Source: an optimization exercise on an open RTL-to-GDS flow (aim: small area). Production flows keep margins and buffers that such runs may drop. Function was checked by simulation only, so behaviour that the tests miss may differ from the original. No activity file was given, so power comes from the tool's default toggle rates.

<file path="flow/flow/run.sh">
#!/bin/bash
set -euo pipefail
export BUFFER_PORTS_ARGS="-buffer_cell sky130_fd_sc_hd__buf_1"
export CTS_ARGS="-sink_clustering_enable -repair_clock_nets -dont_use_dummy_load -buf_list {sky130_fd_sc_hd__clkbuf_8} -sink_clustering_size 16 -sink_clustering_max_diameter 60"
bash standard.sh > standard_flow.log 2>&1
</file>
<file path="flow/constraint.sdc">
create_clock -name core_clock -period 4.5 [get_ports {i_lab_clk}]
set_input_delay 0.9000 -clock core_clock [delete_from_list [all_inputs] [get_ports {i_lab_clk}]]
set_output_delay 0.9000 -clock core_clock [all_outputs]
set_load 0.01 [all_outputs]
</file>
<file path="flow/config.mk">
export PLATFORM = sky130hd
export DESIGN_NAME = lab_probe_trace
export DESIGN_NICKNAME = lab_probe_trace
export VERILOG_FILES = /design/flow/design.v
export SDC_FILE = /design/flow/constraint.sdc
export NUM_CORES = 4
export LEC_CHECK = 0
export CAP_MARGIN = 20
export CORE_MARGIN = 2
export CORE_UTILIZATION = 65
export PLACE_DENSITY = 0.75
export SLEW_MARGIN = 20
export SYNTH_HIERARCHICAL = 1
</file>
<file path="flow/standard.sh">
#!/bin/bash
# synth_recipe.tcl (not shown) runs the flow's synth.tcl, then flattens the netlist and writes it again
# the make line also repeats each setting of config.mk as NAME=value (left out here)
make -C /OpenROAD-flow-scripts/flow DESIGN_CONFIG=/design/flow/config.mk WORK_HOME=/design/flow/orfs CLKGATE_MAP_FILE= SYNTH_SCRIPT=/design/flow/synth_recipe.tcl "${@:-finish}"
</file>
<file path="flow/design.v">
module lab_probe_trace #(
    parameter int NCH   = 8,
    parameter int W     = 16,
    parameter int DEPTH = 16,
    localparam int AW   = $clog2(DEPTH)
) (
    input  logic               i_lab_clk,
    input  logic               i_lab_reset,
    input  logic               i_step_clk,
    input  logic [NCH*W-1:0]   i_probe_in,
    input  logic               i_arm,
    input  logic               i_stop,
    input  logic               i_trig_en,
    input  logic [2:0]         i_trig_ch,
    input  logic [W-1:0]       i_trig_val,
    input  logic [AW-1:0]      i_post_len,
    input  logic [AW-1:0]      i_rd_idx,
    output logic [NCH*W-1:0]   o_rd_data,
    output logic [AW:0]        o_count,
    output logic [1:0]         o_state,
    output logic               o_triggered,
    output logic [31:0]        o_step_cnt
);
    localparam logic [1:0] S_IDLE = 2'd0;
    localparam logic [1:0] S_RUN  = 2'd1;
    localparam logic [1:0] S_POST = 2'd2;
    localparam logic [1:0] S_DONE = 2'd3;
    logic [1:0]         r_state;
    logic [1:0]         w_stateNext;
    logic               r_stepS1;
    logic               r_stepS2;
    logic               r_stepD;
    logic               r_armD;
    logic               w_stepStrobe;
    logic               w_armRise;
    logic               w_capture;
    logic               w_startSession;
    logic               w_trigHit;
    logic [AW:0]        r_count;
    logic               r_triggered;
    logic [31:0]        r_stepCnt;
    logic               r_capD;
    logic [NCH*W-1:0]   r_sample;
    logic [NCH*W-1:0]   r_hist [DEPTH];
    logic [AW-1:0]      r_rdIdx;
    logic               r_rdValid;
    logic               r_trigEn;
    logic [2:0]         r_trigCh;
    logic [W-1:0]       r_trigVal;
    logic [AW-1:0]      r_postCnt;
    logic [W-1:0]       w_trigSample;
    always_comb begin
        w_trigSample = '0;
        for (int k = 0; k < 8; k++) begin
            if (r_trigCh == 3'(k)) begin
                w_trigSample = i_probe_in[(k % NCH) * W +: W];
            end
        end
    end
    assign w_stepStrobe = r_stepS2 & ~r_stepD;
    assign w_armRise    = i_arm & ~r_armD;
    always_comb begin
        w_stateNext    = r_state;
        w_capture      = 1'b0;
        w_startSession = 1'b0;
        w_trigHit      = 1'b0;
        case (r_state)
            S_IDLE, S_DONE: begin
                if (w_armRise && !i_stop) begin
                    w_startSession = 1'b1;
                    w_stateNext    = S_RUN;
                end
            end
            S_RUN: begin
                w_capture = w_stepStrobe;
                if (w_stepStrobe && r_trigEn && (w_trigSample == r_trigVal)) begin
                    w_trigHit   = 1'b1;
                    w_stateNext = (r_postCnt == '0) ? S_DONE : S_POST;
                end
                if (i_stop) begin
                    w_stateNext = S_DONE;
                end
            end
            default: begin  
                w_capture = w_stepStrobe;
                if (w_stepStrobe && (r_postCnt == AW'(1))) begin
                    w_stateNext = S_DONE;
                end
                if (i_stop) begin
                    w_stateNext = S_DONE;
                end
            end
        endcase
    end
    always_ff @(posedge i_lab_clk or negedge i_lab_reset) begin
        if (!i_lab_reset) begin
            r_state     <= S_IDLE;
            r_stepS1    <= 1'b0;
            r_stepS2    <= 1'b0;
            r_stepD     <= 1'b0;
            r_armD      <= 1'b0;
            r_count     <= '0;
            r_triggered <= 1'b0;
            r_stepCnt   <= '0;
            r_capD      <= 1'b0;
            r_rdValid   <= 1'b0;
        end else begin
            r_state  <= w_stateNext;
            r_stepS1 <= i_step_clk;
            r_stepS2 <= r_stepS1;
            r_stepD  <= r_stepS2;
            r_armD   <= i_arm;
            r_capD   <= w_capture;
            if (w_stepStrobe) begin
                r_stepCnt <= r_stepCnt + 32'd1;
            end
            if (w_startSession) begin
                r_count     <= '0;
                r_triggered <= 1'b0;
            end else begin
                if (w_capture && !r_count[AW]) begin
                    r_count <= r_count + (AW+1)'(1);
                end
                if (w_trigHit) begin
                    r_triggered <= 1'b1;
                end
            end
            r_rdValid <= ({1'b0, i_rd_idx} < r_count);
        end
    end
    always_ff @(posedge i_lab_clk) begin
        if (w_startSession) begin
            r_trigEn  <= i_trig_en;
            r_trigCh  <= i_trig_ch;
            r_trigVal <= i_trig_val;
            r_postCnt <= i_post_len;
        end else if (w_capture && (r_state == S_POST)) begin
            r_postCnt <= r_postCnt - AW'(1);
        end
    end
    always_ff @(posedge i_lab_clk) begin
        r_rdIdx  <= i_rd_idx;
        r_sample <= i_probe_in;
    end
    always_ff @(posedge i_lab_clk) begin
        if (r_capD) begin
            r_hist[0] <= r_sample;
            for (int i = 1; i < DEPTH; i++) begin
                r_hist[i] <= r_hist[i-1];
            end
        end
    end
    logic [DEPTH-1:0]   w_rdSel;
    always_comb begin
        for (int i = 0; i < DEPTH; i++) begin
            w_rdSel[i] = r_rdValid && (r_rdIdx == AW'(i));
        end
    end
    for (genvar b = 0; b < NCH*W; b++) begin : g_rd
        logic [5:0] w_grp;
        for (genvar g = 0; g < 5; g++) begin : g_aoi
            lpt_aoi222 u_aoi (
                .a0(w_rdSel[3*g]),   .b0(r_hist[3*g][b]),
                .a1(w_rdSel[3*g+1]), .b1(r_hist[3*g+1][b]),
                .a2(w_rdSel[3*g+2]), .b2(r_hist[3*g+2][b]),
                .y (w_grp[g])
            );
        end
        lpt_nand2 u_last (.a(w_rdSel[15]), .b(r_hist[15][b]), .y(w_grp[5]));
        lpt_nand6 u_or (.a(w_grp), .y(o_rd_data[b]));
    end
    assign o_count     = r_count;
    assign o_state     = r_state;
    assign o_triggered = r_triggered;
    assign o_step_cnt  = r_stepCnt;
endmodule
module lpt_aoi222 (
    input  logic a0, b0, a1, b1, a2, b2,
    output logic y
);
    assign y = ~((a0 & b0) | (a1 & b1) | (a2 & b2));
endmodule
module lpt_nand2 (
    input  logic a, b,
    output logic y
);
    assign y = ~(a & b);
endmodule
module lpt_nand6 (
    input  logic [5:0] a,
    output logic       y
);
    assign y = ~(&a);
endmodule
</file>
==> results.txt, run 1 <==
EDFF count, synth=approximately 2100; setup_tns=0 ns; H-tree depth=4; first-pass GRT wire length=around 260000 um; routability cong.=0.820; antenna viol nets, final=0; layout cells sized above 1=7.40%; P per Cell Area=523 nW/um^2; RSZ-0062 raised after global routing=false; crit path kind=reg -> out; drc violations=0; Top FF cell, synth=edfxtp_1; number of global-route vias before repair=slightly above 40000; via-per-instance ratio=7.33; Final Hold Viols=0; Crit Path Max Fanout=61; worst slew pin tran=1.03 ns; average wire per standard cell=between 30 and 40 um; total core area=118000 um^2; CTS tree=built; Max Cap Viol=0; Rows=126; Final min period=4.39 ns; CTS max path bufs=3; slew margin rel.=a little under a third; crit path DAT=3.49 ns; Required @ worst endpoint=around 3.6 ns; synthesized instance count=3587; critical path's top delay family=simple AND/OR/NAND/NOR gates; post-synthesis sequential area ratio=85.6%; Die Wd=348 um; Worst setup EP type=primary output; drt initial violations=8812; global-route usage over all layers=approximately 30%; latest clock arrival within the worst-skew pair=0.89 ns; CP cell instances=nand3b_1, nor3_2, buf_12, a222oi_1, and4_1, nand3_1, buf_1; status=finished clean; Post-Layout Cell Count=5701; CP peak stage delay=0.44 ns; fmax=228 MHz; Sink Count=2250; I/O pins=~330; CP max stage cell=buf_1; multi-input logic area=about 11000 um^2; number of synthesized register bits=2250; period utilization=97.7%; cts hold-fix bufs=0; Layout Nets=4334; HPWL Detailed=101000 um; VDD IR max=0.312 mV; pin count of the biggest net entering global routing=between 150 and 200; YS warnings=9; Synth Area per Inst=21.5 um^2; vias=41800; commonest non-fill, non-tap cell in the layout=edfxtp_1; setup violators final=0; dpl cells=5531; synth unique cells=56; initial antenna violation count=15; Leak Pwr=25.6 nW; cell area after synthesis=77100 um^2; most frequent cells in the layout=2072 x edfxtp_1, 640 x a222oi_1, 327 x buf_1, 161 x clkbuf_8, 157 x nand2_1; IO Port Bufs=328; Die Ht=348 um; FFs w/ async S/R, synth=under 10%; register area=66000 um^2; Die ar.=121000 um^2; DRT Pass-1 Iters=13; WP buf/inv=2; Worst Skew=0.0705 ns; Clock transition at path regs=around 0.10 ns; Syn Nets=3758; Hold WC Path Type=in -> async; filler instances=approximately 7000; clock root buffer=clkbuf_8; drt total wl=181000 um; TritonCTS buffer count=161; Critical Path Source Type=register; Pins Over Slew Limit=0; Initial Util=65.4%; global route overflow=0; P&R area growth vs syn=8.70%
[worst paths after layout]
check,cells after the start,from,end,slack (ns)
setup / recovery,7,r_rdIdx[2],o_rd_data[69],0.11
hold / removal,1,i_lab_reset,r_stepCnt[2],0.07
setup reg to reg,8,r_trigCh[0],r_state[0],1.00
hold reg to reg,0,r_stepS1,r_stepS2,0.36
max in group asynchronous,2,i_lab_reset,r_rdValid,3.66
min in group core_clock,1,i_step_clk,r_stepS1,0.11
[kinds of logic (layout without fill, tap and decap cells)]
group / after synthesis / in the layout / share of synthesized area (%)
flip-flops: 2250 / 2250 / 85.6
XOR/XNOR: 48 / 48 / 0.545
multiplexers: 48 / 48 / 0.988
other: 0 / 4 / 0
AND/OR/NAND/NOR: 518 / 518 / 3.79
adder cells (fa/ha/maj): 10 / 10 / 0.162
AO/OA/AOI/OAI: 684 / 684 / 8.71
buffers and inverters: 29 / 603 / 0.185
[routing by layer]
metal / GRT usage [%] / wire length, um
met1: 44.4 / 68100
met2: 43.6 / 82000
met3: 8.10 / 26200
met4: 8.35 / 4610
met5: 0 / 135
[final cells by class]
cell class / count / area share (%)
Clock buffer: 161 / 2.64
Inverter: 17 / 0.0761
Tap cell: 1536 / 2.29
Antenna cell: 4 / 0.0119
Multi-Input combinational cell: 1308 / 13.2
Timing Repair Buffer: 425 / 3.01
Sequential cell: 2250 / 78.8
[stage by stage]
stage / total power [mW] / cell area (um^2) / setup WS (ns) / hold slack, ns / utilization [%]
2_1_floorplan: 31.2 / 77100 / -10.02 / 0.331 / -
3_3_place_gp: 34.7 / 81500 / 1.06 / 0.350 / 69.1
3_5_place_dp: 35.0 / 81500 / 0.959 / 0.341 / 69.1
4_1_cts: 43.9 / 83800 / 0.0947 / 0.0357 / 71.0
5_1_grt: 45.4 / 83800 / 0.00808 / 0.0697 / 71.1
6_report: 43.8 / 83800 / 0.105 / 0.0725 / 71.1
[Yosys stat by module, one instance, submodules excluded]
module / times used / flops+latches / area, um^2
lpt_nand6: 128 / 0 / 13.8
lpt_nand2: 128 / 0 / 3.75
lpt_aoi222: 640 / 0 / 10.0
lab_probe_trace: 1 / 2250 / 68500
[timing repair]
item | 4_1_cts | 5_1_grt
resized for setup | 0 | 5
buffers inserted | 5 | 0
pin swaps | 1 | 0
endpoints found under the setup margin | 5 | 2
[Yosys cell counts, drive strengths merged, types with 2 or more instances]
cell type  instances  area share, %
o211ai             7          0.068
nand3            141           0.92
nor2              36           0.18
a222oi           640            8.3
nor3               8          0.052
o21ai              5          0.032
xnor2             37           0.42
mux4              21           0.62
mux2i             21           0.27
a311oi             3          0.034
ha                10           0.16
nand2b             7          0.057
inv               16          0.078
xor2              11           0.12
nand2            157           0.76
a21o               3          0.029
nor4               3          0.024
or3b               2          0.023
nand4              8          0.065
o22ai              3          0.024
a221oi             2          0.023
dfrtp             46            1.5
nor2b              3          0.024
mux2               6          0.092
or3                3          0.024
buf               11          0.097
dfxtp            132            3.4
nand3b             6          0.058
and4             131            1.5
o221ai             2          0.023
edfxtp          2072             81
a21oi              7          0.045
and3               8          0.065
a31oi              3          0.024
[power breakdown]
group          internal [mW]  leakage, nW  total [mW]  switching (mW)
clock network           3.22         1.16        9.15            5.94
registers               27.9         20.8        29.7            1.76
logic                   1.28         3.73        4.99            3.72
total                   32.4         25.6        43.8            11.4
[flip-flops by register name, indices dropped and copies added, names as in the netlist, 3 cells and up]
register   count
r_count        5
r_hist      2048
r_sample     128
r_rdIdx        4
r_trigCh       3
r_stepCnt     32
r_postCnt      4
r_trigVal     16
==> inputs of run 2 (changes only) <==
==> flow/flow/run.sh (replaced) <==
#!/bin/bash
set -euo pipefail
export BUFFER_PORTS_ARGS="-buffer_cell sky130_fd_sc_hd__buf_1"
export CTS_ARGS="-sink_clustering_enable -repair_clock_nets -dont_use_dummy_load -buf_list {sky130_fd_sc_hd__clkbuf_8} -sink_clustering_size 18 -sink_clustering_max_diameter 60"
bash standard.sh > standard_flow.log 2>&1
==> run 2 against run 1 <==
Net effect:
- combinational power about the same
- global-route usage down 0.10 points
- synthesized area unchanged
- setup slack gained 0.014 ns
- routed wire length decreased by 0.36%
- still clean on timing, DRC and antenna
- clock-buffer cell count decreased by 15
- total power shrank 0.93%
- flip-flop and latch count unchanged
- critical endpoint unchanged
- largest power group unchanged
==> results.txt, run 2 <==
Clock transition at path regs=0.11 ns; most frequent cells in the layout=2072 x edfxtp_1, 640 x a222oi_1, 327 x buf_1, 157 x nand2_1, 146 x clkbuf_8; max layer used=met5; Layout Nets=4318; number of synthesized register bits=2250; cell taking the most area after synthesis=edfxtp_1; total core area=approximately 120000 um^2; CTS max path bufs=3; cell area after synthesis=77100 um^2; Most flops, register=r_hist; routability cong.=0.820; pre-CTS WS=0.959 ns; worst slew pin tran=1.07 ns; Clk network pwr share=20.1%; Initial Util=65.4%; mux cell area share after synthesis=0.988%; xor and xnor area share after synthesis=0.545%; met1 wire length=68200 um; RR Endpoint=r_state[0]; Comb pwr share=11.5%; period utilization=97.4%; drt initial violations=approximately 8900; VDD IR max=0.331 mV; Layout Utilization=between 70% and 80%; first-pass GRT wire length=263000 um; fmax=228 MHz; Final Hold Viols=0; share of the synthesized area in the top cell type=80.7%; Die Wd=348 um; Leak Pwr=25.5 nW; Hold WC Path Type=in -> async; Max Cap Viol=0; Die ar.=121000 um^2; Internal Power=approximately 32 mW; I/O pins=329; global-route usage over all layers=29.5%; Pins Over Slew Limit=0; Synth Area in Adders=0.162%; CP cell instances=nand2b_1, nor2_4, buf_12, a222oi_1, and4_1, nand3_1, buf_1; sw power=11.3 mW; crit path kind=reg -> out; FFs w/ async S/R, synth=2.04%; clock root buffer=clkbuf_8; antenna viol nets, final=0; drc violations=0; RSZ-0062 raised after global routing=false; cells on worst reg2reg path=8; synthesized instance count=3587; Largest register FFs=2048; P per Cell Area=between 500 and 600 nW/um^2; initial antenna violation count=16; CTS tree=built; drt total wl=180000 um; via-per-instance ratio=7.30; main combinational cell family by area after synthesis=compound AO/OA/AOI/OAI gates; Crit Path Max Fanout=76; most frequent cells after synthesis=2072 x edfxtp_1, 640 x a222oi_1, 157 x nand2_1; Sink Count=2250; Worst Skew=0.0636 ns; Required @ worst endpoint=3.60 ns; global route overflow=0; DR WL met3=25900 um; setup violators final=0; critical path's top delay family=simple AND/OR/NAND/NOR gates; slack of the critical path=~0.12 ns; Critical Path Source Type=register; Die Ht=348 um; H-tree depth=4; P&R area growth vs syn=8.39%; Reg2Reg Setup Slack=0.92 ns; Top FF cell, synth=edfxtp_1; Synth Area per Inst=21.5 um^2; simple-gate share of the synthesized area=between 3 and 4%; CP max stage cell=dfxtp_1; synth unique cells=56; vias=41500; CP peak stage delay=about 0.5 ns; switching part of the total power=a little over a quarter; post-synthesis sequential area ratio=85.6%; status=finished clean; top post-synthesis cells by area=edfxtp_1 81%, a222oi_1 8.3%, dfxtp_1 3.4%; commonest non-fill, non-tap cell in the layout=edfxtp_1; sequential share of power=68.3%; Top Registers=r_hist x2048, r_sample x128, r_stepCnt x32; HPWL Detailed=101000 um; compound-cell area share of the yosys netlist=8.71%; crit path DAT=between 3 and 4 ns; number of global-route vias before repair=between 40000 and 50000; average wire per standard cell=roughly 32 um; slew margin rel.=28.5%; Rows=around 130; Worst setup EP type=primary output; cell with the most instances after synthesis=edfxtp_1; WP buf/inv=2; setup_tns=0 ns; layout cells sized above 1=between 7 and 8%; pin count of the biggest net entering global routing=194; YS warnings=9; DRT Pass-1 Iters=10; IO Port Bufs=328; met2 wire length=just over 80000 um; Syn Nets=3758; latest clock arrival within the worst-skew pair=0.87 ns; TritonCTS buffer count=approximately 150; Final min period=~4.4 ns; EDFF count, synth=about 2100; Crit Reg-Reg Startpoint=r_trigCh[0]
## run 2: metrics by stage
stage	hold WS (ns)	total power, mW	cell area [um^2]	std cells
global placement	0.350	34.7	81500	5531
floorplan	0.331	31.2	77100	3587
global route	0.0869	44.9	83600	5683
CTS	0.0433	43.6	83600	5681
detailed placement	0.341	35.0	81500	5531
finish	0.0937	43.4	83600	5685
## run 2: worst max-delay path by stage
stage,slack (ns),start,end,cells after the start
2_1_floorplan,-10.02,r_capD,r_hist[0][0],0
3_3_place_gp,1.06,r_rdIdx[0],o_rd_data[120],7
3_5_place_dp,0.96,r_rdIdx[0],o_rd_data[55],7
4_1_cts,0.09,r_rdIdx[0],o_rd_data[69],7
5_1_grt,0.02,r_rdValid,o_rd_data[24],6
6_report,0.12,r_rdIdx[0],o_rd_data[69],7
## run 2: layout make-up
type | count | area [um^2]
sequential | 2250 | 66000
fill | 7156 | 34400
multi-input combinational | 1308 | 11100
timing repair buffer | 424 | 2500
clock buffer | 146 | 2010
tap | 1536 | 1920
inverter | 17 | 63.8
antenna | 4 | 10.0
## run 2: Yosys stat by module (local to each module, per instance)
module           copies in the design  cell area (um^2)
lpt_nand6                         128              13.8
lpt_nand2                         128              3.75
lab_probe_trace                     1             68500
lpt_aoi222                        640              10.0
## run 2: power groups by stage
stage | combinational (mW) | sequential, mW | clock [mW]
after floorplan | 1.53 | 29.7 | 0
after global placement | 4.88 | 29.8 | 0
after detailed placement | 4.98 | 30.0 | 0
after CTS | 4.98 | 29.6 | 8.96
after global routing | 5.34 | 30.0 | 9.58
final | 5.00 | 29.7 | 8.74
## run 2: metal layers
| metal | global-route usage (%) | vias to the layer above |
|---|---|---|
| met1 | 44.5 | 21000 |
| met2 | 43.3 | 3090 |
| met3 | 7.70 | 268 |
| li1 | - | 17200 |
| met4 | 8.53 | 22 |
| met5 | 0 | - |
## run 2: what timing repair did
| item | CTS | global route |
|---|---|---|
| endpoints found under the setup margin | 5 | 1 |
| gates resized for setup | 0 | 2 |
| pin swaps | 1 | 0 |
| hold buffers | 0 | 0 |
| buffers inserted | 4 | 0 |
## run 2: kinds of logic after synthesis
family / count (synthesis)
AO/OA/AOI/OAI: 684
adder cells (fa/ha/maj): 10
buffers and inverters: 29
flip-flops: 2250
multiplexers: 48
AND/OR/NAND/NOR: 518
XOR/XNOR: 48
==> inputs of run 3 (changes only) <==
--- a/flow/design.v
+++ b/flow/design.v
@@ -45,17 +45,30 @@
     logic [AW-1:0]      r_rdIdx;
     logic               r_rdValid;
     logic               r_trigEn;
-    logic [2:0]         r_trigCh;
+    logic [7:0]         r_trigOh;        
     logic [W-1:0]       r_trigVal;
     logic [AW-1:0]      r_postCnt;
     logic [W-1:0]       w_trigSample;
-    always_comb begin
-        w_trigSample = '0;
-        for (int k = 0; k < 8; k++) begin
-            if (r_trigCh == 3'(k)) begin
-                w_trigSample = i_probe_in[(k % NCH) * W +: W];
-            end
-        end
+    for (genvar b = 0; b < W; b++) begin : g_trig
+        logic [2:0] w_tg;
+        lpt_aoi222 u_aoi0 (
+            .a0(r_trigOh[0]), .b0(i_probe_in[0*W+b]),
+            .a1(r_trigOh[1]), .b1(i_probe_in[1*W+b]),
+            .a2(r_trigOh[2]), .b2(i_probe_in[2*W+b]),
+            .y (w_tg[0])
+        );
+        lpt_aoi222 u_aoi1 (
+            .a0(r_trigOh[3]), .b0(i_probe_in[3*W+b]),
+            .a1(r_trigOh[4]), .b1(i_probe_in[4*W+b]),
+            .a2(r_trigOh[5]), .b2(i_probe_in[5*W+b]),
+            .y (w_tg[1])
+        );
+        lpt_aoi22 u_aoi2 (
+            .a0(r_trigOh[6]), .b0(i_probe_in[6*W+b]),
+            .a1(r_trigOh[7]), .b1(i_probe_in[7*W+b]),
+            .y (w_tg[2])
+        );
+        lpt_nand3 u_or (.a(w_tg), .y(w_trigSample[b]));
     end
     assign w_stepStrobe = r_stepS2 & ~r_stepD;
     assign w_armRise    = i_arm & ~r_armD;
@@ -131,7 +144,9 @@
     always_ff @(posedge i_lab_clk) begin
         if (w_startSession) begin
             r_trigEn  <= i_trig_en;
-            r_trigCh  <= i_trig_ch;
+            for (int k = 0; k < 8; k++) begin
+                r_trigOh[k] <= (i_trig_ch == 3'(k));
+            end
             r_trigVal <= i_trig_val;
             r_postCnt <= i_post_len;
         end else if (w_capture && (r_state == S_POST)) begin
@@ -192,3 +207,15 @@
 );
     assign y = ~(&a);
 endmodule
+module lpt_aoi22 (
+    input  logic a0, b0, a1, b1,
+    output logic y
+);
+    assign y = ~((a0 & b0) | (a1 & b1));
+endmodule
+module lpt_nand3 (
+    input  logic [2:0] a,
+    output logic       y
+);
+    assign y = ~(&a);
+endmodule
==> run 3 against run 2 <==
Net effect:
- sequential share of layout area down 0.27 points
- sequential power about the same
- design area up 0.57%
- register-to-register slack worse by 0.17 ns
- first-iteration DRC count up 3.1%
- cell count up 0.65%
- clock-buffer cell count up 4
- highest routed layer unchanged
==> results.txt, run 3 <==
DRT Pass-1 Iters=12; TritonCTS buffer count=150; CTS tree=built; Pwr Total=roughly 43 mW; vias=41800; share of the synthesized area in the top cell type=81.1%; Comb pwr share=10.6%; latest clock arrival within the worst-skew pair=0.90 ns; Most flops, register=r_hist; commonest non-fill, non-tap cell in the layout=edfxtp_1; cells on worst reg2reg path=7; critical path's top delay family=simple AND/OR/NAND/NOR gates; Final Hold Viols=0; synthesized instance count=3562; Pins Over Slew Limit=0; sw power=between 10 and 15 mW; Clock transition at path regs=0.11 ns; Layout Nets=between 4000 and 5000; via-per-instance ratio=7.31; crit path capture=o_rd_data[6]; synth unique cells=50; Crit. Startpoint=r_rdIdx[1]; drt total wl=181000 um; total core area=roughly 120000 um^2; crit path DAT=roughly 3.5 ns; Worst path depth=8; Most common cell on crit path=buf_12; setup violators final=0; antenna viol nets, final=0; P&R area growth vs syn=9.23%; number of synthesized register bits=2255; routability cong.=0.807; Critical Path Source Type=register; average wire per standard cell=31.7 um; Leak Pwr=25.8 nW; top post-synthesis cells by area=edfxtp_1 81%, a222oi_1 8.7%, dfxtp_1 3.4%; Sink Count=2255; first-pass GRT wire length=264000 um; period utilization=about 97%; register area=66200 um^2; fmax=228 MHz; cell with the most instances after synthesis=edfxtp_1; Required @ worst endpoint=3.60 ns; CP max stage cell=dfxtp_1; Hold WC Path Type=in -> reg; I/O pins=329; clock root buffer=clkbuf_8; global-route usage over all layers=29.5%; Die Wd=348 um; switching part of the total power=25.6%; drt initial violations=9190; Top FF cell, synth=edfxtp_1; Crit Path Max Fanout=34; Worst setup EP type=primary output; HPWL Detailed=approximately 110000 um; multi-input logic area=10900 um^2; Crit Reg-Reg Startpoint=r_trigOh[0]; post-synthesis sequential area ratio=86.0%; CTS max path bufs=3; layout cells sized above 1=8.21%; status=finished clean; Final min period=about 4.4 ns; global route overflow=0; Rows=126; IO Port Bufs=328; pin count of the biggest net entering global routing=between 100 and 150; worst slew pin tran=1.02 ns; Largest register FFs=2048; initial antenna violation count=16; sequential share of power=between 60 and 70%; Max Cap Viol=0; slew margin rel.=between 30% and 40%; Die ar.=121000 um^2; EDFF count, synth=between 2000 and 2500; cell taking the most area after synthesis=edfxtp_1; setup_tns=0 ns; YS warnings=9; P per Cell Area=around 510 nW/um^2; CP cell instances=nand2b_1, nor2_4, buf_12, buf_12, a222oi_1, and4_1, nand3_1, buf_1; RR Endpoint=r_state[1]; Internal Power=approximately 32 mW; H-tree depth=4; filler instances=6942; CP peak stage delay=approximately 0.56 ns; drc violations=0; number of global-route vias before repair=about 41000; Syn Nets=3733; Worst Skew=between 0.07 and 0.08 ns; VDD IR max=0.329 mV; Clk network pwr share=approximately a fifth; Reg2Reg Setup Slack=~0.75 ns; crit path kind=reg -> out; cell area after synthesis=77000 um^2; most frequent cells after synthesis=2077 x edfxtp_1, 672 x a222oi_1, 155 x nand3_1; Synth Area per Inst=21.6 um^2; Top Registers=r_hist x2048, r_sample x128, r_stepCnt x32; most frequent cells in the layout=2077 x edfxtp_1, 672 x a222oi_1, 327 x buf_1, 154 x nand3_1, 152 x nand2_1; Initial Util=between 60% and 70%; FFs w/ async S/R, synth=2.04%; WP buf/inv=3; Die Ht=about 350 um
[run 3: cell types whose count changed after synthesis, moves of 9 or more]
cell      delta
mux2i_1     -20
xnor2_1      -9
nand3_1     +14
a22oi_2     +16
xor2_1      +12
mux4_2      -19
a222oi_1    +32
[run 3: per-stage QoR]
stage                     utilization (%)  cell area [um^2]  hold WS, ns  std cells  setup WS, ns
after floorplan                         -             77000        0.331       3562        -10.02
after global placement               69.5             81800        0.338       5554         0.736
after detailed placement             69.5             81800        0.341       5557         0.794
after CTS                            71.3             83900       0.0650       5710        0.0263
after global routing                 71.4             84100       0.0936       5721      -0.00270
final                                71.4             84100        0.127       5722         0.116
[run 3: how the worst min path moves through the flow]
stage / slack [ns] / cells past startpoint / startpoint / end
detailed placement: 0.34 / 0 / r_stepS1 / r_stepS2
global placement: 0.34 / 0 / r_stepS1 / r_stepS2
finish: 0.13 / 1 / i_probe_in[120] / r_sample[120]
global route: 0.09 / 1 / i_probe_in[120] / r_sample[120]
CTS: 0.06 / 1 / i_probe_in[57] / r_sample[57]
floorplan: 0.33 / 0 / r_stepS1 / r_stepS2
[run 3: power groups by stage]
stage                     combinational, mW  sequential, mW  clock [mW]
after detailed placement               4.51            29.8           0
after global routing                   4.83            29.8        9.72
after global placement                 4.39            29.7           0
after floorplan                        1.42            29.7           0
after CTS                              4.50            29.4        9.06
final                                  4.53            29.5        8.90
[run 3: cell type report]
type                    count  area share [%]
multi-input cells        1296            12.9
clock buffers             150            2.46
inverters                   9          0.0402
flip-flops and latches   2255            78.7
repair buffers            470            3.55
well taps                1536            2.29
diodes                      6          0.0179
[run 3: what timing repair did]
| action | in CTS | in global routing |
|---|---|---|
| buffers inserted | 2 | 6 |
| pin swaps | 1 | 2 |
| hold buffers | 1 | 0 |
| gates resized for setup | 1 | 5 |
| setup endpoints to repair | 13 | 53 |
| hold endpoints to repair | 22 | 0 |
| gates cloned | 0 | 0 |
[run 3: per-module statistics from Yosys, one instance, submodules excluded]
module | flip-flops and latches | cells | area, um^2
lpt_aoi22 | 0 | 1 | 12.5
lpt_nand3 | 0 | 1 | 5.00
lpt_nand6 | 0 | 2 | 13.8
lpt_aoi222 | 0 | 1 | 10.0
lab_probe_trace | 2255 | 2474 | 67700
lpt_nand2 | 0 | 1 | 3.75
[run 3: kinds of logic (layout without fill, tap and decap cells)]
family / Yosys count / after routing / synth area share (%)
flip-flops: 2255 / 2255 / 86.0
AO/OA/AOI/OAI: 704 / 704 / 9.14
AND/OR/NAND/NOR: 529 / 529 / 4.04
XOR/XNOR: 52 / 52 / 0.602
buffers and inverters: 11 / 629 / 0.0553
adder cells (fa/ha/maj): 10 / 10 / 0.163
multiplexers: 1 / 1 / 0.0130
other: 0 / 6 / 0
[run 3: layer usage]
metal	wire length [um]	vias to the layer above	GRT usage (%)	part of all wire, %
met4	6030	8	10.2	3.3
met3	24200	335	6.74	13
li1	-	17300	-	-
met2	81900	3113	43.5	45
met1	69000	21100	44.2	38
met5	45	-	0	0.025
==> inputs of run 4 (changes only) <==
--- a/flow/design.v
+++ b/flow/design.v
@@ -71,6 +71,25 @@
         lpt_nand3 u_or (.a(w_tg), .y(w_trigSample[b]));
     end
     assign w_stepStrobe = r_stepS2 & ~r_stepD;
+    logic [31:0]        w_stepToggle;
+    logic [7:0]         w_stepGrpOnes;
+    logic [7:0]         w_stepGrpCarry;
+    always_comb begin
+        for (int j = 0; j < 8; j++) begin
+            w_stepGrpOnes[j] = &r_stepCnt[4*j +: 4];
+        end
+        w_stepGrpCarry[0] = w_stepStrobe;
+        for (int j = 1; j < 8; j++) begin
+            w_stepGrpCarry[j] = w_stepGrpCarry[j-1] & w_stepGrpOnes[j-1];
+        end
+        for (int j = 0; j < 8; j++) begin
+            w_stepToggle[4*j]   = w_stepGrpCarry[j];
+            w_stepToggle[4*j+1] = w_stepGrpCarry[j] & r_stepCnt[4*j];
+            w_stepToggle[4*j+2] = w_stepGrpCarry[j] & r_stepCnt[4*j] & r_stepCnt[4*j+1];
+            w_stepToggle[4*j+3] = w_stepGrpCarry[j] & r_stepCnt[4*j] & r_stepCnt[4*j+1]
+                                  & r_stepCnt[4*j+2];
+        end
+    end
     assign w_armRise    = i_arm & ~r_armD;
     always_comb begin
         w_stateNext    = r_state;
@@ -124,9 +143,7 @@
             r_stepD  <= r_stepS2;
             r_armD   <= i_arm;
             r_capD   <= w_capture;
-            if (w_stepStrobe) begin
-                r_stepCnt <= r_stepCnt + 32'd1;
-            end
+            r_stepCnt <= r_stepCnt ^ w_stepToggle;
             if (w_startSession) begin
                 r_count     <= '0;
                 r_triggered <= 1'b0;
==> run 4 against run 3 <==
Net effect:
- routed wire length down 1.4%
- clock skew rose by 0.0018 ns
- critical path type unchanged
- synthesized area shrank 0.25%
- total power is 0.61% higher
- cell count down 1.0%
- clock-buffer cell count down 1
- largest power group unchanged
- sequential power about the same
- design area is 0.57% lower
- first-iteration DRC count decreased by 0.37%
- core utilization fell by 0.31 points
- flip-flop and latch count stayed put
- sequential share of layout area grew 0.45 points
==> results.txt, run 4 <==
status=finished clean; YS warnings=9; top post-synthesis cells by area=edfxtp_1 81%, a222oi_1 8.8%, dfxtp_1 3.4%; I/O pins=329; Crit Path Max Fanout=between 70 and 80; TritonCTS buffer count=149; Most flops, register=r_hist; post-synthesis sequential area ratio=86.2%; switching part of the total power=25.9%; Die Wd=~350 um; Final Hold Viols=0; sw power=~11 mW; layout cells sized above 1=7.69%; slew margin rel.=23.3%; first-pass GRT wire length=roughly 260000 um; CP peak stage delay=0.53 ns; Worst Skew=0.0744 ns; setup_tns=0 ns; Min Hold Slack=between 0.1 and 0.15 ns; Syn Nets=3718; Final min period=roughly 4.4 ns; synthesized instance count=3524; synth unique cells=46; CTS max path bufs=3; setup violators final=0; IO Port Bufs=~330; drt total wl=179000 um; postcts setup bufs=0; CP cell instances=nand2_1, nor2_4, buf_12, a222oi_1, and4_1, nand3_1, buf_1; cell taking the most area after synthesis=edfxtp_1; Clock transition at path regs=0.10 ns; EDFF count, synth=2077; routability cong.=0.810; via-per-instance ratio=approximately 7.3; Top FF cell, synth=edfxtp_1; dpl cells=roughly 5500; most frequent cells in the layout=2077 x edfxtp_1, 672 x a222oi_1, 327 x buf_1, 149 x clkbuf_8, 148 x nand3_1; antenna viol nets, final=0; Critical Path Source Type=register; sequential share of power=68.1%; number of synthesized register bits=around 2300; number of global-route vias before repair=between 40000 and 50000; Synth Area per Inst=21.8 um^2; fmax=229 MHz; Comb pwr share=between 10% and 20%; most frequent cells after synthesis=2077 x edfxtp_1, 672 x a222oi_1, 148 x nand3_1; Largest register FFs=2048; commonest non-fill, non-tap cell in the layout=edfxtp_1; H-tree depth=4; Max Cap Viol=0; pin count of the biggest net entering global routing=between 100 and 150; Sink Count=2255; FFs w/ async S/R, synth=~2.0%; initial antenna violation count=12; share of the synthesized area in the top cell type=81.3%; cell with the most instances after synthesis=edfxtp_1; vias=41500; P&R area growth vs syn=8.88%; drc violations=0; Clk network pwr share=20.5%; PostCTS Resize Cnt=0; Required @ worst endpoint=around 3.6 ns; Pins Over Slew Limit=0; drt initial violations=~9200; global route overflow=0; filler instances=7023; Rows=around 130; worst slew pin tran=1.15 ns; Hold WC Path Type=in -> reg; Leak Pwr=25.7 nW; global-route usage over all layers=29.1%; cts hold-fix bufs=1; HPWL Detailed=roughly 100000 um; Die ar.=121000 um^2; average wire per standard cell=31.5 um; crit path DAT=3.46 ns; VDD IR max=0.317 mV; WP buf/inv=2; total core area=118000 um^2; Die Ht=348 um; Initial Util=about 65%; P per Cell Area=516 nW/um^2; Post-Layout Cell Count=5664; Layout Nets=4319; Top Registers=r_hist x2048, r_sample x128, r_stepCnt x32; CP max stage cell=dfxtp_1; clock root buffer=clkbuf_8; cell area after synthesis=around 77000 um^2; period utilization=97.0%; latest clock arrival within the worst-skew pair=0.86 ns; critical path's top delay family=simple AND/OR/NAND/NOR gates; RSZ-0062 raised after global routing=false; Internal Power=32.0 mW; CTS tree=built; Worst setup EP type=primary output; DRT Pass-1 Iters=11; crit path kind=reg -> out
run 4: kinds of logic (layout without fill, tap and decap cells):
family | after synthesis | after routing | synth area share, %
xor+xnor | 28 | 28 | 0.320
buf+inv | 15 | 614 | 0.0734
fa+ha+maj | 33 | 33 | 0.538
mux | 1 | 1 | 0.0147
flops | 2255 | 2255 | 86.2
simple gates | 484 | 484 | 3.66
other cells | 0 | 5 | 0
compound gates | 708 | 708 | 9.19
run 4: through the flow:
step / utilization (%) / setup slack, ns / instance area, um^2 / power [mW]
after floorplan: - / -10.02 / 76800 / 31.1
final: 71.1 / 0.135 / 83600 / 43.2
after detailed placement: 69.3 / 0.655 / 81500 / 34.7
after CTS: 71.0 / 0.102 / 83600 / 43.3
after global placement: 69.3 / 0.727 / 81500 / 34.4
after global routing: 71.1 / 0.0151 / 83600 / 44.6
run 4: worst paths after layout:
kind	from	to	slack, ns	depth (start not counted)
worst max-delay path	r_rdIdx[0]	o_rd_data[27]	0.14	7
max in group asynchronous	i_lab_reset	r_capD	3.18	3
min in group asynchronous	i_lab_reset	r_stepCnt[16]	0.53	2
worst min register to register	r_stepS1	r_stepS2	0.36	0
worst min-delay path	i_step_clk	r_stepS1	0.13	1
worst max register to register	r_trigOh[3]	r_state[1]	0.96	7
run 4: metal layers:
metal | share of wire, % | GRT usage (%) | vias to the layer above | wire [um]
met1 | 37 | 44.0 | 21000 | 66900
li1 | - | - | 17200 | -
met5 | 0.041 | 0 | - | 73
met2 | 45 | 43.1 | 3115 | 80900
met4 | 3.1 | 8.98 | 12 | 5470
met3 | 14 | 6.68 | 290 | 25200
run 4: Yosys stat by module, one instance, submodules excluded:
module | copies in the design | cells | cell area [um^2] | flip-flops and latches
lab_probe_trace | 1 | 2436 | 67500 | 2255
lpt_nand6 | 128 | 2 | 13.8 | 0
lpt_aoi22 | 16 | 1 | 12.5 | 0
lpt_aoi222 | 672 | 1 | 10.0 | 0
lpt_nand3 | 16 | 1 | 5.00 | 0
lpt_nand2 | 128 | 1 | 3.75 | 0
run 4: area by class of cell:
class,instances,area [um^2],share of cell area (%)
Tap cell,1536,1920,2.30
Antenna cell,5,12.5,0.0150
Sequential cell,2255,66200,79.2
Clock buffer,149,2050,2.45
Inverter,14,52.6,0.0629
Timing Repair Buffer,451,2720,3.26
Multi-Input combinational cell,1254,10600,12.7
run 4: power by group through the flow:
stage | registers, mW | logic (mW) | clock network, mW
final | 29.4 | 4.93 | 8.83
after global routing | 29.7 | 5.26 | 9.65
after CTS | 29.4 | 4.92 | 9.01
after detailed placement | 29.8 | 4.93 | 0
after global placement | 29.6 | 4.82 | 0
after floorplan | 29.7 | 1.39 | 0
==> inputs of run 5 (changes only) <==
==> flow/flow/run.sh (replaced) <==
#!/bin/bash
set -euo pipefail
export BUFFER_PORTS_ARGS="-buffer_cell sky130_fd_sc_hd__buf_1"
export CTS_ARGS="-sink_clustering_enable -repair_clock_nets -dont_use_dummy_load -buf_list {sky130_fd_sc_hd__clkbuf_8} -sink_clustering_size 18 -sink_clustering_max_diameter 60"
export RECOVER_POWER=100
export POST_GLOBAL_ROUTE_TCL="$PWD/flow/post_grt.tcl"
bash standard.sh > standard_flow.log 2>&1
==> flow/flow/post_grt.tcl (new file) <==
# Power recovery (RECOVER_POWER) can leave max-slew or max-capacitance
# violations; repair them again on global-route parasitics.
log_cmd estimate_parasitics -global_routing
log_cmd global_route -start_incremental
log_cmd repair_design -verbose -cap_margin 20 -slew_margin 20
log_cmd detailed_placement
log_cmd global_route -end_incremental
log_cmd estimate_parasitics -global_routing
report_check_types -max_slew -max_cap -violators
==> run 5 against run 4 <==
Net effect:
- clock-buffer cell count stayed put
- hold slack hardly changed
- global-route usage stayed put
- critical path type unchanged
- clock power hardly changed
- core utilization is 0.18 points lower
- flip-flop and latch count stayed put
- clock skew is 0.0040 ns lower
==> results.txt, run 5 <==
total core area=118000 um^2; Sink Count=2255; DRT Pass-1 Iters=10; fmax=approximately 230 MHz; cell with the most instances after synthesis=edfxtp_1; crit path DAT=roughly 3.5 ns; critical path's top delay family=simple AND/OR/NAND/NOR gates; Die Ht=348 um; Syn Nets=3718; Rows=around 130; postcts setup bufs=0; slew margin rel.=28.8%; slack of the critical path=0.134 ns; Pins Over Slew Limit=0; Die Wd=348 um; CP peak stage delay=about 0.54 ns; FFs w/ async S/R, synth=2.04%; Synth Area in Adders=0.538%; drc violations=0; compound-cell area share of the yosys netlist=9.19%; initial antenna violation count=13; main combinational cell family by area after synthesis=compound AO/OA/AOI/OAI gates; Synth Area per Inst=between 20 and 25 um^2; Die ar.=121000 um^2; global-route usage over all layers=29.1%; period utilization=97.0%; clock root buffer=clkbuf_8; Layout Nets=between 4000 and 5000; CP max stage cell=dfxtp_1; CTS max path bufs=3; Hold WC Path Type=in -> reg; WP buf/inv=2; H-tree depth=4; via-per-instance ratio=7.32; EDFF count, synth=2077; Required @ worst endpoint=3.60 ns; setup_tns=0 ns; worst slew pin tran=1.07 ns; routability cong.=0.810; Layout Utilization=70.9%; setup violators final=0; PostCTS Resize Cnt=0; share of the synthesized area in the top cell type=81.3%; Leak Pwr=25.6 nW; cell taking the most area after synthesis=edfxtp_1; pre-CTS WS=approximately 0.65 ns; most frequent cells in the layout=2077 x edfxtp_1, 672 x a222oi_1, 309 x buf_1, 149 x clkbuf_8, 148 x nand3_1; average wire per standard cell=31.5 um; first-pass GRT wire length=~260000 um; Most flops, register=r_hist; IO Port Bufs=328; mux cell area share after synthesis=less than 1%; Worst Skew=0.0704 ns; layout cells sized above 1=under 10%; CTS tree=built; Top FF cell, synth=edfxtp_1; Largest register FFs=~2000; Top Registers=r_hist x2048, r_sample x128, r_stepCnt x32; Worst setup EP type=primary output; P&R area growth vs syn=8.60%; drt total wl=178000 um; YS warnings=9; Critical Path Source Type=register; status=finished clean; cell area after synthesis=roughly 77000 um^2; number of global-route vias before repair=40200; Reg2Reg Setup Slack=0.69 ns; global route overflow=0; synthesized instance count=3524; synth unique cells=46; Crit Path Max Fanout=79; antenna viol nets, final=0; VDD IR max=0.316 mV; cts hold-fix bufs=1; commonest non-fill, non-tap cell in the layout=edfxtp_1; TritonCTS buffer count=149; vias=between 40000 and 50000; drt initial violations=9396; Clock transition at path regs=0.10 ns; P per Cell Area=517 nW/um^2; dpl cells=5509; pin count of the biggest net entering global routing=118; simple-gate share of the synthesized area=3.66%; most frequent cells after synthesis=2077 x edfxtp_1, 672 x a222oi_1, 148 x nand3_1; Final Hold Viols=0; CP cell instances=nand2_1, nor2_4, buf_12, a222oi_1, and4_1, nand3_1, buf_1; Post-Layout Cell Count=5666; Initial Util=65.3%; post-synthesis sequential area ratio=86.2%; xor and xnor area share after synthesis=0.320%; latest clock arrival within the worst-skew pair=approximately 0.85 ns; top post-synthesis cells by area=edfxtp_1 81%, a222oi_1 8.8%, dfxtp_1 3.4%; Final min period=4.37 ns; I/O pins=approximately 330; number of synthesized register bits=approximately 2300; HPWL Detailed=100000 um; Max Cap Viol=0; crit path kind=reg -> out
run 5: cell type report:
class / count / area [um^2]
Clock buffer: 149 / 2050
Antenna cell: 5 / 12.5
Tap cell: 1536 / 1920
Multi-Input combinational cell: 1254 / 10600
Sequential cell: 2255 / 66200
Timing Repair Buffer: 453 / 2560
Inverter: 14 / 52.6
Fill cell: 7059 / 34300
run 5: kinds of logic (layout without fill, tap and decap cells):
kind of cell / after synthesis / in the layout
buf+inv: 15 / 616
mux: 1 / 1
flops: 2255 / 2255
other cells: 0 / 5
fa+ha+maj: 33 / 33
compound gates: 708 / 708
xor+xnor: 28 / 28
simple gates: 484 / 484
run 5: worst register-to-register path, delay by kind of cell (launching register included):
family	cells	cell delay (ns)
DFF	1	0.65
AOI/OAI and AO/OA	3	1.54
xor gates and xnor gates	1	0.20
and+or+nand+nor	3	1.26
run 5: path summary, 6_finish.rpt:
check / endpoint / cells after the start / start
max: o_rd_data[29] / 7 / r_rdIdx[0]
min: r_sample[13] / 1 / i_probe_in[13]
max reg2reg: r_state[1] / 7 / r_trigOh[3]
min reg2reg: r_stepS2 / 0 / r_stepS1
max in group asynchronous: r_capD / 3 / i_lab_reset
min in group asynchronous: r_stepCnt[16] / 2 / i_lab_reset
run 5: per-layer routing:
| metal | wire length, um | GRT usage (%) |
|---|---|---|
| met4 | 5500 | 8.98 |
| met1 | 67100 | 44.0 |
| met5 | 73 | 0 |
| met2 | 81000 | 43.1 |
| met3 | 24600 | 6.68 |
run 5: power by group:
part | switching (mW) | internal (mW) | leakage [nW]
Combinational | 3.67 | 1.17 | 3.77
Sequential | 1.64 | 27.8 | 20.8
Clock | 5.85 | 2.99 | 1.07
Total | 11.2 | 31.9 | 25.6
run 5: Yosys stat by module, one instance, submodules excluded:
| module | flip-flops and latches | cells |
|---|---|---|
| lpt_aoi22 | 0 | 1 |
| lpt_nand3 | 0 | 1 |
| lab_probe_trace | 2255 | 2436 |
| lpt_aoi222 | 0 | 1 |
| lpt_nand6 | 0 | 2 |
| lpt_nand2 | 0 | 1 |
run 5: stage by stage:
stage / hold WS (ns) / power (mW) / cell area (um^2)
4_1_cts: 0.0490 / 43.3 / 83600
6_report: 0.129 / 43.1 / 83400
2_1_floorplan: 0.331 / 31.1 / 76800
3_5_place_dp: 0.343 / 34.7 / 81500
3_3_place_gp: 0.334 / 34.4 / 81500

==> afterwards: timing with drivers on the ports <==
The results above use ideal ports. As a check the final layouts listed here were re-extracted and re-timed, cells and wires unchanged. Step 1 assumes that a clkbuf_16 drives the clock port and a buf_2 every other input. Step 2 adds t to the input delays and takes it off the output delays; t is the mean of the earliest and latest rising clock arrival at the registers after step 1. Input paths then give back, and output paths get back, about the clock's delay inside the block. Three values: no drivers, after step 1, after step 2; two values: the first two.
run	t, ns	setup slack, ns	worst setup path after step 2
run 1	0.942	0.105 / 0.024 / 0.965	register to output
run 2	0.920	0.119 / 0.041 / 0.922	register to register
run 3	0.934	0.116 / 0.042 / 0.748	register to register
run 4	0.913	0.135 / 0.061 / 0.761	input to register
run 5	0.913	0.134 / 0.059 / 0.483	input to register
After both steps setup and hold are still met in every run listed.
